Context: an optimization exercise on an open-source flow, tuned for small area, a short achievable clock period and few clock cycles. The choices shown serve that exercise and are no tape-out recipe. Where RTL was checked, it was by simulation tests only, not by an equivalence proof against the original. Power figures rest on the tool's default switching activity, not on a simulated workload.

run 1:
==> module depth_rainbow_colormap_unit, before the edit <==
module depth_rainbow_colormap_unit
#(
    parameter int DEPTH_BITS = 24
) (
    input  logic                 i_clk,
    input  logic                 i_rst_n,
    input  logic                 i_depth_valid,
    output logic                 o_depth_ready,
    input  logic [DEPTH_BITS-1:0] i_depth,
    output logic                 o_pixel_valid,
    input  logic                 i_pixel_ready,
    output logic [7:0]           o_blue,
    output logic [7:0]           o_green,
    output logic [7:0]           o_red,
    input  logic                 i_cfg_we,
    input  logic [drcm_pkg::CFG_IDX_W-1:0] i_cfg_idx,
    input  logic [drcm_pkg::DIST_W-1:0]    i_cfg_data
);
    localparam logic [10:1] CUTS = 10'b1111111111;
    localparam int NSTEP = 10;
    localparam logic [1:0] C_DIV = 2'd0, C_ZERO = 2'd1, C_FULL = 2'd2, C_BLACK = 2'd3;
    logic [15:0] r_near;
    logic [15:0] r_far;
    logic [15:0] r_den;
    logic        r_ok;
    logic [16:0] den_full;
    always_ff @(posedge i_clk) begin
        if (!i_rst_n) begin
            r_near <= 16'd0;
            r_far  <= 16'd10000;
        end else if (i_cfg_we) begin
            if (i_cfg_idx[0]) r_far  <= i_cfg_data;
            else              r_near <= i_cfg_data;
        end
    end
    assign den_full = {1'b0, r_far} - {1'b0, r_near};
    always_ff @(posedge i_clk) begin
        r_den <= den_full[15:0];
        r_ok  <= !den_full[16] && (den_full[15:0] != 16'd0);
    end
    logic en;
    assign en            = !o_pixel_valid || i_pixel_ready;
    assign o_depth_ready = en;
    logic        in_black;
    logic        in_high;
    logic [16:0] in_diff;
    logic        r1_v;
    logic        r1_black;
    logic        r1_high;
    logic        r1_below;
    logic [15:0] r1_diff;
    assign in_black = i_depth[DEPTH_BITS-1] || (i_depth == '0);
    assign in_high  = |i_depth[DEPTH_BITS-2:16];
    assign in_diff  = {1'b0, i_depth[15:0]} - {1'b0, r_near};
    always_ff @(posedge i_clk) begin
        if (!i_rst_n)  r1_v <= 1'b0;
        else if (en)   r1_v <= i_depth_valid;
    end
    always_ff @(posedge i_clk) begin
        if (en) begin
            r1_black <= in_black;
            r1_high  <= in_high;
            r1_below <= in_diff[16] && !in_high;
            r1_diff  <= in_diff[15:0];
        end
    end
    logic [NSTEP:0] s_v;
    logic [1:0]     s_c [0:NSTEP];
    logic [23:0]    s_r [0:NSTEP];
    logic [7:0]     s_q [0:NSTEP];
    logic [23:0]    s_p;
    logic [1:0]     t_c [1:NSTEP];
    logic [23:0]    t_r [1:NSTEP];
    logic [7:0]     t_q [1:NSTEP];
    logic [23:0]    t_p;
    assign s_v[0] = r1_v;
    assign s_c[0] = C_DIV;
    assign s_r[0] = 24'd0;
    assign s_q[0] = 8'd0;
    always_comb begin
        if (r1_black)                            t_c[1] = C_BLACK;
        else if (r1_below || !r_ok)              t_c[1] = C_ZERO;
        else if (r1_high || (r1_diff >= r_den))  t_c[1] = C_FULL;
        else                                     t_c[1] = C_DIV;
    end
    assign t_r[1] = {r1_diff, 8'd0} - {8'd0, r1_diff} + {9'd0, r_den[15:1]};
    assign t_q[1] = 8'd0;
    logic [7:0] q_raw [2:9];
    for (genvar j = 2; j <= 9; j++) begin : g_step
        drcm_div_step #(.K(9 - j)) u_step (
            .i_den (r_den),
            .i_rem (s_r[j-1]),
            .i_quo (s_q[j-1]),
            .o_rem (t_r[j]),
            .o_quo (q_raw[j])
        );
        if (j < 9) begin : g_mid
            assign t_q[j] = q_raw[j];
            assign t_c[j] = s_c[j-1];
        end else begin : g_last
            always_comb begin
                case (s_c[j-1])
                    C_ZERO:  t_q[j] = 8'd0;
                    C_FULL:  t_q[j] = 8'd255;
                    C_BLACK: t_q[j] = 8'd0;
                    default: t_q[j] = q_raw[j];
                endcase
            end
            assign t_c[j] = (s_c[j-1] == C_BLACK) ? C_BLACK : C_DIV;
        end
    end
    drcm_lut u_lut (
        .i_black (s_c[9] == C_BLACK),
        .i_index (s_q[9]),
        .o_blue  (t_p[23:16]),
        .o_green (t_p[15:8]),
        .o_red   (t_p[7:0])
    );
    assign t_c[10] = 2'd0;
    assign t_r[10] = 24'd0;
    assign t_q[10] = 8'd0;
    for (genvar j = 1; j <= NSTEP; j++) begin : g_link
        if (CUTS[j]) begin : g_reg
            logic rv;
            always_ff @(posedge i_clk) begin
                if (!i_rst_n) rv <= 1'b0;
                else if (en)  rv <= s_v[j-1];
            end
            assign s_v[j] = rv;
            if (j < NSTEP) begin : g_data
                logic [1:0]  rc;
                logic [23:0] rr;
                logic [7:0]  rq;
                always_ff @(posedge i_clk) begin
                    if (en) begin
                        rc <= t_c[j];
                        rr <= t_r[j];
                        rq <= t_q[j];
                    end
                end
                assign s_c[j] = rc;
                assign s_r[j] = rr;
                assign s_q[j] = rq;
            end else begin : g_pix
                logic [23:0] rp;
                always_ff @(posedge i_clk) begin
                    if (en) rp <= t_p;
                end
                assign s_p = rp;
            end
        end else begin : g_wire
            assign s_v[j] = s_v[j-1];
            if (j < NSTEP) begin : g_data
                assign s_c[j] = t_c[j];
                assign s_r[j] = t_r[j];
                assign s_q[j] = t_q[j];
            end else begin : g_pix
                assign s_p = t_p;
            end
        end
    end
    assign o_pixel_valid = s_v[NSTEP];
    assign {o_blue, o_green, o_red} = s_p;
endmodule
clock: 6.0 ns
lec_check: 0
abc_clock_period_in_ps: 3000
cap_margin: 20
core_margin: 2
core_utilization: 40
setup_slack_margin: 2.8
slew_margin: 20
synth_memory_max_bits: 16384
run.sh (not shown) runs the stock make flow with config.mk's settings and CLKGATE_MAP_FILE= SYNTH_SCRIPT=/design/flow/synth_recipe.tcl, a recipe that flattens the netlist after the stock synthesis.
Testbench counts of run 1, summed over its fixed seeds: cycles 16,088.
#### Input delta (run 2 over run 1)
-- flow/design.v --
<<< run 1, line 431
    assign t_r[1] = {r1_diff, 8'd0} - {8'd0, r1_diff} + {9'd0, r_den[15:1]};
    assign t_q[1] = 8'd0;
    logic [7:0] q_raw [2:9];
    for (genvar j = 2; j <= 9; j++) begin : g_step
        drcm_div_step #(.K(9 - j)) u_step (
>>> run 2, line 431
    assign t_r[1] = {r1_diff, 8'd0} - {8'd0, r1_diff} + {9'd0, r_den[15:1]};
    assign t_q[1] = 8'd0;
    for (genvar j = 2; j <= 9; j++) begin : g_step
        drcm_div_step #(.K(9 - j)) u_step (
<<< run 1, line 438
            .i_quo (s_q[j-1]),
            .o_rem (t_r[j]),
            .o_quo (q_raw[j])
        );
        if (j < 9) begin : g_mid
            assign t_q[j] = q_raw[j];
            assign t_c[j] = s_c[j-1];
        end else begin : g_last
            always_comb begin
                case (s_c[j-1])
                    C_ZERO:  t_q[j] = 8'd0;
                    C_FULL:  t_q[j] = 8'd255;
                    C_BLACK: t_q[j] = 8'd0;
                    default: t_q[j] = q_raw[j];
                endcase
            end
            assign t_c[j] = (s_c[j-1] == C_BLACK) ? C_BLACK : C_DIV;
        end
    end
    drcm_lut u_lut (
        .i_black (s_c[9] == C_BLACK),
        .i_index (s_q[9]),
        .o_blue  (t_p[23:16]),
        .o_green (t_p[15:8]),
>>> run 2, line 437
            .i_quo (s_q[j-1]),
            .o_rem (t_r[j]),
            .o_quo (t_q[j])
        );
        assign t_c[j] = s_c[j-1];
    end
    logic [7:0] qf;
    always_comb begin
        case (s_c[9])
            C_ZERO:  qf = 8'd0;
            C_FULL:  qf = 8'd255;
            C_BLACK: qf = 8'd0;
            default: qf = s_q[9];
        endcase
    end
    drcm_lut u_lut (
        .i_black (s_c[9] == C_BLACK),
        .i_index (qf),
        .o_blue  (t_p[23:16]),
        .o_green (t_p[15:8]),
### Flow results
- Total chip power came out higher on run 2 than on run 1.
- Looking at data required time of the critical path, run 2 sits 160 ps below run 1.
- Going from run 1 to run 2, detailed placer's ending HPWL grows by about 18%.
- Per the comparison of run 2 with run 1, insertion delay of the later-clocked pin in the worst-skew pair stayed essentially flat; met2 usage in global routing grew by 2.3 points.
- Run 1 vs run 2, cell with the biggest individual delay on the critical path: or4b_4 vs dfxtp_4
Only the layout flow was run in run 2; the RTL was not checked for function there.

==> what the ideal ports hide <==
How much do the figures lean on ideal ports? The routed layouts below were timed once more, with nothing changed but the port constraints.
Step 1 sets driving cells, clkbuf_16 on the clock port and buf_2 on the other inputs (assumed; they add their load-dependent delay and slew).
Step 2 moves the port delays by t, midway between the first and last clock arrival at a register: inputs arrive t later, outputs are due t later. That takes back most of the time a late clock gives input paths.
a / b / c = no drivers / after step 1 / after step 2; a / b = the first two.
| run | shift t [ns] | setup slack, ns | worst hold slack (ns) | clock arrival spread, ns | worst data-port slew with drivers (ns) |
|---|---|---|---|---|---|
| run 1 | 0.603 | 2.655 / 2.655 / 2.258 | 0.415 / 0.415 / 0.415 | 0.025 / 0.025 | 0.06 |
| run 2 | 0.605 | 2.722 / 2.722 / 2.414 | 0.416 / 0.416 / 0.416 | 0.024 / 0.025 | 0.06 |
After both steps every run listed still meets setup and hold. The setup slack of run 1, which loses most, moves by 0.000 ns with the drivers and by -0.397 ns with both steps.
